Source: an optimization exercise on an open RTL-to-GDS flow (aim: small area, a short achievable clock period and few clock cycles per item). Production flows keep margins and buffers that such runs may drop. The RTL was checked by simulation tests, not by an equivalence proof against the original design. Power is estimated from default activity; no workload was simulated.

==> flow/design.v (excerpt) <==
module softmax_normalizer (
    input  logic        aclk,
    input  logic        aresetn,
    input  logic        s_tvalid,
    output logic        s_tready,
    input  logic [15:0] s_tdata,    
    input  logic        s_tlast,    
    output logic        m_tvalid,
    input  logic        m_tready,
    output logic [15:0] m_tdata,    
    output logic        m_tlast,    
    output logic        m_tuser     
);
Size: about 3100 flip-flops, about 41 I/O pins, about 0.14 sq mm of cells after synthesis.
clock: 11.0 ns
lec_check: 0
cap_margin: 20
core_margin: 2
core_utilization: 40
slew_margin: 20
standard.sh (not shown) runs the stock make flow with config.mk's settings and CLKGATE_MAP_FILE= SYNTH_SCRIPT=/design/flow/synth_recipe.tcl, a recipe that flattens the netlist after the stock synthesis.
==> flow/flow/run.sh <==
#!/bin/bash
# Layout flow: the standard flow (standard.sh), with the standard synthesis run
# unchanged. Two changes to how the layout is made: the port buffers that placement
# inserts on every input and output are buf_4 cells, and the timing repair of the later
# steps aims below the clock period (a setup margin of REPAIR_MARGIN ns).
# Each step's output goes to a log of its own.
set -euo pipefail
REPAIR_MARGIN=7.2
bash standard.sh synth > synth.log 2>&1
bash standard.sh SETUP_SLACK_MARGIN=$REPAIR_MARGIN "BUFFER_PORTS_ARGS=-buffer_cell sky130_fd_sc_hd__buf_4" finish > layout.log 2>&1
Testbench counts at the start, summed over its fixed seeds: cycles 12,162, items 10,857.
Change:
--- a/flow/design.v
+++ b/flow/design.v
@@ -43,69 +43,63 @@
     input  logic [16:0] in_e,
     input  logic [22:0] in_s,
     input  logic        in_last,
     input  logic        in_ovf,
     output logic        out_v,
     output logic [15:0] out_q,
     output logic        out_last,
     output logic        out_ovf
 );
-    logic [23:0] p_c   [17];
+    logic [22:0] r_c   [17];
     logic [22:0] s_c   [17];
     logic [15:0] q_c   [17];
     logic        v_c   [17];
     logic        lst_c [17];
     logic        ovf_c [17];
-    assign p_c[0]   = 24'(in_e);
+    assign r_c[0]   = 23'(in_e);
     assign s_c[0]   = in_s;
     assign q_c[0]   = '0;
     assign v_c[0]   = in_v;
     assign lst_c[0] = in_last;
     assign ovf_c[0] = in_ovf;
     for (genvar i = 0; i < 16; i++) begin : g_step
-        logic [23:0] p_i;
-        logic [22:0] s_i;
+        logic [22:0] r_i, s_i;
         logic [15:0] q_i;
         logic        v_i, lst_i, ovf_i;
         if (i > 0 && REG_MASK[i]) begin : g_reg
-            logic [23:0] p_q;
-            logic [22:0] s_q;
+            logic [22:0] r_q, s_q;
             logic [i-1:0] q_q;
             logic        v_q, lst_q, ovf_q;
             always_ff @(posedge aclk) begin
                 if (!aresetn) begin
                     v_q <= 1'b0;
                 end else if (adv) begin
                     v_q <= v_c[i];
                 end
                 if (adv) begin
-                    p_q   <= p_c[i];
+                    r_q   <= r_c[i];
                     s_q   <= s_c[i];
                     q_q   <= q_c[i][i-1:0];
                     lst_q <= lst_c[i];
                     ovf_q <= ovf_c[i];
                 end
             end
-            assign p_i = p_q;   assign s_i = s_q;   assign q_i = 16'(q_q);
+            assign r_i = r_q;   assign s_i = s_q;   assign q_i = 16'(q_q);
             assign v_i = v_q;   assign lst_i = lst_q; assign ovf_i = ovf_q;
         end else begin : g_wire
-            assign p_i = p_c[i];   assign s_i = s_c[i];   assign q_i = q_c[i];
+            assign r_i = r_c[i];   assign s_i = s_c[i];   assign q_i = q_c[i];
             assign v_i = v_c[i];   assign lst_i = lst_c[i]; assign ovf_i = ovf_c[i];
         end
-        logic        sub_i;
-        logic [25:0] a_i, b_i, y_i;
-        assign sub_i = !p_i[23];
-        assign a_i   = {p_i, 1'b0, 1'b1};
-        assign b_i   = {{2'b00, s_i} ^ {25{sub_i}}, sub_i};
-        assign y_i   = a_i + b_i;
-        assign p_c[i+1]   = y_i[24:1];
+        logic [23:0] d_i;
+        assign d_i = {r_i, 1'b0} - {1'b0, s_i};
+        assign r_c[i+1]   = d_i[23] ? {r_i[21:0], 1'b0} : d_i[22:0];
         assign s_c[i+1]   = s_i;
-        assign q_c[i+1]   = {q_i[14:0], !y_i[24]};
+        assign q_c[i+1]   = {q_i[14:0], ~d_i[23]};
         assign v_c[i+1]   = v_i;
         assign lst_c[i+1] = lst_i;
         assign ovf_c[i+1] = ovf_i;
     end
     assign out_v    = v_c[16];
     assign out_q    = q_c[16];
     assign out_last = lst_c[16];
     assign out_ovf  = ovf_c[16];
 endmodule
@@ -116,21 +110,21 @@
     output logic        s_tready,
     input  logic [15:0] s_tdata,    
     input  logic        s_tlast,    
     output logic        m_tvalid,
     input  logic        m_tready,
     output logic [15:0] m_tdata,    
     output logic        m_tlast,    
     output logic        m_tuser     
 );
-    localparam int D1 = 5;    
+    localparam int D1 = 4;    
     localparam int P1 = $clog2(D1);
-    localparam int D2 = 4;    
+    localparam int D2 = 3;    
     localparam int P2 = $clog2(D2 + 1);
     localparam logic [15:0] DIV_MASK = 16'hFFFE;   
     logic        rdy_q;
     logic [6:0]  cin_q;         
     logic [15:0] x_q;
     logic        st_q, dr_q, cl_q;
     logic [6:0]  occa_q;        
     logic [P1:0] q1res_q;       
     logic        acc;
@@ -231,29 +225,19 @@
     end
     logic [P1:0] q1cnt_q;       
     logic [5:0]  rpa_q;
     logic [5:0]  sidx_q;
     logic [6:0]  occb_q;        
     logic [P2-1:0] q2res_q;     
     logic        rd_b;          
     logic        s_last;
     logic        s_ok;
-    logic          slast_q;
-    logic [5:0]    sidx_n;
-    logic [P1-1:0] q1rp_n;
-    logic [5:0]    hnm1_n;
-    assign s_last = slast_q;
-    assign sidx_n = !s_ok ? sidx_q : (s_last ? 6'd0 : sidx_q + 6'd1);
-    assign q1rp_n = !(s_ok && s_last) ? q1rp_q : ((q1rp_q == P1'(D1 - 1)) ? '0 : q1rp_q + 1'b1);
-    assign hnm1_n = (cl_q && (q1wp_q == q1rp_n)) ? 6'(ln_n - 7'd1) : q1nm1[q1rp_n];
-    always_ff @(posedge aclk) begin
-        slast_q <= sidx_n == hnm1_n;
-    end
+    assign s_last = (sidx_q == q1nm1[q1rp_q]);
     assign s_ok   = (q1cnt_q != '0) && !occb_q[6] && (!s_last || (q2res_q != P2'(D2)));
     assign rd_a   = s_ok;
     assign pop1   = s_ok && s_last;
     logic [15:0] sx_q, smx_q;
     logic        s1v_q, s1l_q, s1o_q;
     logic [5:0]  s1n_q;
     logic [15:0] g_q;
     logic        s2v_q, s2l_q, s2o_q;
     logic [5:0]  s2n_q;
=> The changed run finished with timing, DRC and antenna clean; combinational power fell by 23%; cell count rose by 2.8%; design area fell by 0.60%; global-route usage rose by 0.54 points; clock skew rose by 0.015 ns; non-clock buffer count fell by 10; synthesized cell count rose by 4.9%; worst hold slack hardly moves; routed wire length rose by 3.5%; setup slack gets worse by 0.039 ns; via count rose by 3.8%; maximum frequency fell by 1.1%; synthesized area is about the same.
Testbench counts after the change, summed over its fixed seeds: cycles 12,425, items 10,857.

==> separate check: timing with driven ports <==
The results above use ideal ports. As a check the final layouts listed here were re-extracted and re-timed, cells and wires unchanged.
Step 1: set_driving_cell puts a clkbuf_16 on aclk and a buf_2 on each other input, an assumption about the parent block.
Step 2 adds t to the input delays and takes it off the output delays; t is the mean of the earliest and latest rising clock arrival at the registers after step 1. Input paths then give back, and output paths get back, about the clock's delay inside the block.
Three values: ideal ports, drivers, drivers and shift; two values: the first two.
| run | t, ns | setup WS [ns] | clock arrival spread, ns | worst register clock-pin slew, ns | worst slew at a driven data input, ns |
|---|---|---|---|---|---|
| the first run | 0.986 | 7.338 / 7.245 / 6.944 | 0.085 / 0.085 | 0.07 / 0.07 | 0.04 |
| the second run | 0.981 | 7.299 / 7.264 / 6.797 | 0.099 / 0.100 | 0.07 / 0.07 | 0.07 |
After both steps setup and hold are still met in every run listed. The setup slack of the second run, which loses most, moves by -0.035 ns with the drivers and by -0.502 ns with both steps.
